Background: an optimization exercise with open tools, aiming at small area and a short achievable clock period. Do not read the settings as production practice. In this exercise RTL edits were held to simulation tests only and were not proved equivalent to the original. Power and IR drop assume default switching activity.

Setup of run B:
// dsconv_top
module dsconv_top (
    input  wire        clk,
    input  wire        rst,
    input  wire        start,
    input  wire [47:0] input_pixels,         
    output wire [6:0]  input_pixel_addr,
    output wire [11:0] output_pixel,
    output wire [6:0]  output_pixel_addr,
    output wire [1:0]  output_filter,
    output wire        ready,
    output wire        done
);
    reg  [8:0] icnt;
    reg  [6:0] ia;
    reg        hold;      
    reg        done_r;
    wire       take = start && !hold;
    always @(posedge clk) begin
        if (rst) begin
            icnt <= 9'd1;
            ia   <= 7'd0;
            hold <= 1'b0;
        end else begin
            if (take) icnt <= icnt + 9'd1;
            ia <= take ? icnt[6:0] : icnt[6:0] - 7'd1;
            if (hold) begin
                if (done_r) hold <= 1'b0;
            end else if (take && icnt == 9'd0) begin
                hold <= 1'b1;
            end
        end
    end
    assign input_pixel_addr = ia;
    reg [47:0]          x0;
    reg [34*48-1:0]      dl;     
    reg                 v1;
    always @(posedge clk) begin
        x0  <= input_pixels;
        v1  <= take && !rst;
        if (v1) dl <= {dl[(34-1)*48-1:0], x0};
    end
    wire dw0_0, dw0_1;
  ...
clock: 11.0 ns
lec_check: 0
cap_margin: 20
core_margin: 2
core_utilization: 65
cts_cluster_diameter: 100
cts_cluster_size: 30
slew_margin: 20
synth_hierarchical: 1
synth_minimum_keep_size: 0
standard.sh (not shown) runs the stock make flow with config.mk's settings and CLKGATE_MAP_FILE= SYNTH_SCRIPT=/design/flow/synth_recipe.tcl, a recipe that flattens the netlist after the stock synthesis.
==> flow/flow/run.sh <==
#!/bin/bash
# The standard layout (the standard.sh: standard synthesis and the ORFS
# steps), with two changes to how it optimises, not to what it is given:
#  - repair_timing aims for 7.5 ns of setup slack at the 11 ns clock, so that
#    paths are sped up well below the clock period;
#  - the input and output port buffers are buf_2 cells, not the delay cells
#    buffer_ports would pick.
set -euo pipefail
bash standard.sh SETUP_SLACK_MARGIN=7.5 "BUFFER_PORTS_ARGS=-buffer_cell sky130_fd_sc_hd__buf_2" finish > standard.log 2>&1
> inputs changed (run B -> run C)
==> flow/flow/run.sh <==
#!/bin/bash
# The standard layout (the standard.sh: standard synthesis and the ORFS
# steps), with two changes to how it optimises, not to what it is given:
#  - repair_timing aims for 7.7 ns of setup slack at the 11 ns clock, so that
#    paths are sped up well below the clock period;
#  - the input and output port buffers are buf_2 cells, not the delay cells
#    buffer_ports would pick.
set -euo pipefail
bash standard.sh SETUP_SLACK_MARGIN=7.7 "BUFFER_PORTS_ARGS=-buffer_cell sky130_fd_sc_hd__buf_2" finish > standard.log 2>&1
Notes after the runs:
Of the two values seen for cell with the largest stage delay on the worst path, fa_1 was produced by run B and dfxtp_2 by run C. Taking run B over run C, the non-clock buffer total of the final layout ratio works out to 0.947. Taking run B as the reference, in run C global-route wire length before repair saw little to no change, sequential cell count saw little to no change, routed wire length saw an increase. In run C, the clock period minus final worst setup slack came out 28 ps below the value in run B. A worst setup path startpoint of done_r is what run C shows, while fsel[3] belongs to run B. Re signed area change from the synthesized netlist to the final layout: run B and run C aren't equal, and the lower value belongs to run B. Looking at count of routing violations after the opening detailed-route iteration, run C sits above run B. Comparing run B against run C, there is no change at all in first-pass iteration count of the detailed router.


dsconv_top again, from the RTL that the note above started with.
clock: 11.0 ns
lec_check: 0
cap_margin: 20
core_margin: 2
core_utilization: 65
cts_cluster_diameter: 100
cts_cluster_size: 30
slew_margin: 20
synth_hierarchical: 1
synth_minimum_keep_size: 0
==> flow/flow/run.sh <==
#!/bin/bash
# The standard layout (the standard.sh: standard synthesis and the ORFS
# steps), with two changes to how it optimises, not to what it is given:
#  - repair_timing aims for 7.6 ns of setup slack at the 11 ns clock, so that
#    paths are sped up well below the clock period;
#  - the input and output port buffers are buf_2 cells, not the delay cells
#    buffer_ports would pick.
set -euo pipefail
bash standard.sh SETUP_SLACK_MARGIN=7.6 "BUFFER_PORTS_ARGS=-buffer_cell sky130_fd_sc_hd__buf_2" finish > standard.log 2>&1
The baseline produced a clean layout.
Edit:
--- a/flow/flow/run.sh
+++ b/flow/flow/run.sh
@@ -4 +4 @@
-#  - repair_timing aims for 7.6 ns of setup slack at the 11 ns clock, so that
+#  - repair_timing aims for 7.8 ns of setup slack at the 11 ns clock, so that
@@ -9 +9 @@
-bash standard.sh SETUP_SLACK_MARGIN=7.6 "BUFFER_PORTS_ARGS=-buffer_cell sky130_fd_sc_hd__buf_2" finish > standard.log 2>&1
+bash standard.sh SETUP_SLACK_MARGIN=7.8 "BUFFER_PORTS_ARGS=-buffer_cell sky130_fd_sc_hd__buf_2" finish > standard.log 2>&1
Result: Routed wire length goes up by 0.75%; core utilization increases by 0.35 points; area after synthesis does not change; non-clock buffer count is higher by 22; design area grows by 0.50%; count of clock-buffer cells in the layout stays the same; global-route usage increases by 0.12 points; total power hardly moves; hold slack barely changes.

separate check: timing with driven ports:
The results above use ideal ports. As a check the final layouts listed here were re-extracted and re-timed, cells and wires unchanged. Step 1 (the two cells are an assumption about what drives the block):
set clk [get_ports {clk}]
set_driving_cell -lib_cell sky130_fd_sc_hd__clkbuf_16 $clk
set_driving_cell -lib_cell sky130_fd_sc_hd__buf_2 [delete_from_list [all_inputs] $clk]
Step 2 times the ports against the registers' clock, not the clock port: input delays grow and output delays shrink by t, the midpoint of the rising clock arrivals with the driver on. a / b / c = no drivers / after step 1 / after step 2; a / b = the first two.
| run | shift t [ns] | setup WS [ns] | clock arrival spread, ns |
|---|---|---|---|
| run B | 0.742 | 7.647 / 7.584 / 7.379 | 0.032 / 0.033 |
| run C | 0.744 | 7.675 / 7.606 / 7.407 | 0.035 / 0.035 |
| the first run of note 2 | 0.743 | 7.676 / 7.607 / 7.430 | 0.032 / 0.032 |
| the second run of note 2 | 0.744 | 7.676 / 7.608 / 7.406 | 0.034 / 0.034 |
After both steps setup and hold are still met in every run listed. The setup slack of the second run of note 2, which loses most, moves by -0.068 ns with the drivers and by -0.270 ns with both steps.
